This design comes from an exercise in tuning for small area, a short achievable clock period and few clock cycles per item on the open sky130 flow, not from production work.
In this exercise RTL edits were held to simulation tests only and were not proved equivalent to the original.
Power and IR drop assume default switching activity.

job 436:
Design quantized_matvec_accumulator, start of the top module:
module quantized_matvec_accumulator (
   input  logic                             clock,
   input  logic                             reset,
   input  logic                             req_valid,
   output logic                             req_ready,
   input  logic signed [15:0]               req_activation,
   input  logic [15:0]                      req_weight_word,
   input  logic signed [15:0]               req_weight_scale,
   output logic                             rsp_valid,
   input  logic                             rsp_ready,
   output logic signed [31:0]               rsp_dot_result,
   output logic [19:0]                      rsp_result_index,
   output logic [12:0]                      rsp_weight_row,
   output logic                             rsp_saturated,
   output logic                             rsp_job_done,
   input  logic                             csr_we,
   input  logic [2:0]                       csr_index,
   input  logic [12:0]                      csr_wdata
);
clock: 11.5 ns
lec_check: 0
cap_margin: 20
core_margin: 2
core_utilization: 40
cts_cluster_size: 30
slew_margin: 20
standard.sh (not shown) runs the stock make flow with config.mk's settings and CLKGATE_MAP_FILE= SYNTH_SCRIPT=/design/flow/synth_recipe.tcl, a recipe that flattens the netlist after the stock synthesis.
==> flow/flow/run.sh <==
#!/bin/bash
# The standard layout (the standard.sh: standard synthesis, then ORFS floorplan to
# finish) with two changes to how it is made:
#  - timing repair is asked to leave 7.8 ns of setup slack at the 11.5 ns clock, so that
#    it sizes and buffers the paths above 3.7 ns as well;
#  - the port buffers that placement inserts (one on every input and output, as in the
#    standard flow) are sky130_fd_sc_hd__buf_1 cells.
# The clock, constraints and everything else are the standard flow's.
set -euo pipefail
export SETUP_SLACK_MARGIN=7.8
export BUFFER_PORTS_ARGS="-buffer_cell sky130_fd_sc_hd__buf_1"
bash standard.sh finish > standard_flow.log 2>&1
Job 436 completed end to end with timing, DRC and antenna clean.
Testbench counts of job 436, summed over its fixed seeds: cycles 27,508, elements 25,630.
Here is what was changed in the inputs of job 8744 compared with job 436.
Settings: CTS_CLUSTER_SIZE: 30 -> unset.
==> flow/flow/run.sh <==
#!/bin/bash
# The standard layout (the standard.sh: standard synthesis, then ORFS floorplan to
# finish), with timing repair asked to leave 7.5 ns of setup slack at the 11.5 ns clock,
# so that it sizes and buffers the paths above 4 ns as well. The clock, constraints and
# everything else are the standard flow's.
set -euo pipefail
export SETUP_SLACK_MARGIN=7.5
bash standard.sh finish > standard_flow.log 2>&1
Job 8744: sequential share of layout area 0.66 points below job 436. Job 8744 vs. job 436: mean cell area of the mapped netlist closely matched the old numbers, final critical-path share of the clock period increased by 1.9 points relative to the old numbers, worst setup slack decreased by 220 ps relative to the old numbers. Looking only at clock group share of total power, and setting everything else aside, the lower value of job 436 and job 8744 goes to job 436. Job 8744: all stages complete, timing, DRC and antenna checks passed. Cell count essentially unchanged between job 8744 and job 436.
Here is what was changed in the inputs of job 3837 compared with job 8744.
==> flow/flow/run.sh <==
#!/bin/bash
# The standard layout (the standard.sh: standard synthesis, then ORFS floorplan to
# finish) with two changes to how it is made:
#  - timing repair is asked to leave 8.1 ns of setup slack at the 11.5 ns clock, so that
#    it sizes and buffers the paths above 3.4 ns as well;
#  - the port buffers that placement inserts (one on every input and output, as in the
#    standard flow) are sky130_fd_sc_hd__buf_1 cells.
# The clock, constraints and everything else are the standard flow's.
set -euo pipefail
export SETUP_SLACK_MARGIN=8.1
export BUFFER_PORTS_ARGS="-buffer_cell sky130_fd_sc_hd__buf_1"
bash standard.sh finish > standard_flow.log 2>&1
- A first element of the critical path of u_dp.bca_ff[1]$_DFFE_PP_ is what job 3837 shows, while u_ctrl.idx_ff[11]$_SDFFE_PP0P_ belongs to job 8744.
- Job 8744 → job 3837: part of the power in combinational logic went up by 3.3 points; data-path buffer share of cell area in the final layout increased by 1.3 points relative to the old numbers; number of gates resized after cts higher.
--- input diff job 3837..job 6464 ---
Settings: putting CTS_BUF_LIST at sky130_fd_sc_hd__clkbuf_4 where nothing was set.
==> flow/flow/run.sh <==
#!/bin/bash
# The standard layout (the standard.sh: standard synthesis, then ORFS floorplan to
# finish), with timing repair asked to leave 7.5 ns of setup slack at the 11.5 ns clock,
# so that it sizes and buffers the paths above 4 ns as well. The clock, constraints and
# everything else are the standard flow's.
set -euo pipefail
export SETUP_SLACK_MARGIN=7.5
bash standard.sh finish > standard_flow.log 2>&1
==> run notes <==
Summary: final critical path time including I/O delays and setup, job 6464 worse than job 3837. Against job 3837, job 6464 comes in about 11% lower on maximum resistive drop on vdd. Job 3837 and job 6464 ended up with roughly the same number of placed cells counting well taps. Going from job 3837 to job 6464, wire length shrank by a few percent. Per the comparison of job 6464 with job 3837, final routed wire length divided by cell count fell 6.2%; power share of the clock group fell 0.7 points. Relative to job 3837, final area has gone down in job 6464.
Edits applied to the flow inputs when going from job 6464 to job 927:
Settings: a deleted CTS_BUF_LIST that had been sky130_fd_sc_hd__clkbuf_4.
==> flow/flow/run.sh <==
#!/bin/bash
# The standard layout (the standard.sh: standard synthesis, then ORFS floorplan to
# finish) with two changes to how it is made:
#  - timing repair is asked to leave 7.5 ns of setup slack at the 11.5 ns clock, so that
#    it sizes and buffers the paths above 4 ns as well;
#  - the port buffers that placement inserts (one on every input and output, as in the
#    standard flow) are sky130_fd_sc_hd__buf_1 cells.
# The clock, constraints and everything else are the standard flow's.
set -euo pipefail
export SETUP_SLACK_MARGIN=7.5
export BUFFER_PORTS_ARGS="-buffer_cell sky130_fd_sc_hd__buf_1"
bash standard.sh finish > standard_flow.log 2>&1
Results
Summary of job 927 over job 6464: total routed wirelength fell by 0.89%; number of instances resized during post-cts repair now sits lower. Area of combinational cells with multiple inputs essentially unchanged between job 6464 and job 927. Diff job 927 and job 6464: combinational group share of total power lower in job 927. Going from job 6464 to job 927, share of the cycle needed by the critical path after routing shrinks by 0.24 points. Relative to job 6464, fraction of standard cell area that is sequential has increased by 0.70 points in job 927. Re area growth from synthesis to layout: job 6464 was higher than job 927. On setup slack: between job 927 and job 6464, it ends up higher for job 927.
Edits applied to the flow inputs when going from job 927 to job 8627:
==> flow/flow/run.sh <==
#!/bin/bash
# The standard layout (the standard.sh: standard synthesis, then ORFS floorplan to
# finish) with two changes to how it is made:
#  - timing repair is asked to leave 7.8 ns of setup slack at the 11.5 ns clock, so that
#    it sizes and buffers the paths above 3.7 ns as well;
#  - the port buffers that placement inserts (one on every input and output, as in the
#    standard flow) are sky130_fd_sc_hd__buf_1 cells.
# The clock, constraints and everything else are the standard flow's.
set -euo pipefail
export SETUP_SLACK_MARGIN=7.8
export BUFFER_PORTS_ARGS="-buffer_cell sky130_fd_sc_hd__buf_1"
bash standard.sh finish > standard_flow.log 2>&1
Diff job 927 -> job 8627 | met1 routed wirelength after detailed routing | down slightly
Data required time of the worst path (job 8627 over job 927): increase, 180 ps
Critical path depth in cells, job 8627 and job 927: smaller value in job 927
Comparing job 8627 against job 927, there is no change at all in final global-route overflow total.
Relative slew slack: job 8627 better than job 927
Compared with job 927, job 8627 ends up with a larger final cell area.
Relative to job 927, total power increased by about 2.5% in job 8627.

-- afterwards: timing with drivers on the ports --
In the flow no input, the clock included, has a driving cell. The finished layouts below were timed again as built, in two steps.
Step 1: set_driving_cell puts a clkbuf_16 on clock and a buf_2 on each other input, an assumption about the parent block.
Step 2, shift: input delay + t, output delay - t, t = (earliest + latest rising clock arrival at the registers) / 2. This alone moves slack from input paths to output paths.
a / b / c = ideal / step 1 / step 2; a / b = the first two.
run	shift t [ns]	slack for setup (ns)	clock arrival spread, ns
job 436	0.650	7.785 / 7.785 / 7.235	0.038 / 0.038
job 8744	0.651	7.565 / 7.503 / 6.965	0.040 / 0.040
job 3837	0.651	7.772 / 7.772 / 7.211	0.027 / 0.027
job 6464	0.910	7.605 / 7.547 / 6.734	0.124 / 0.124
job 927	0.649	7.632 / 7.650 / 7.023	0.036 / 0.036
job 8627	0.650	7.785 / 7.785 / 7.235	0.038 / 0.038
After both steps setup and hold are still met in every run listed. The setup slack of job 6464, which loses most, moves by -0.058 ns with the drivers and by -0.871 ns with both steps.
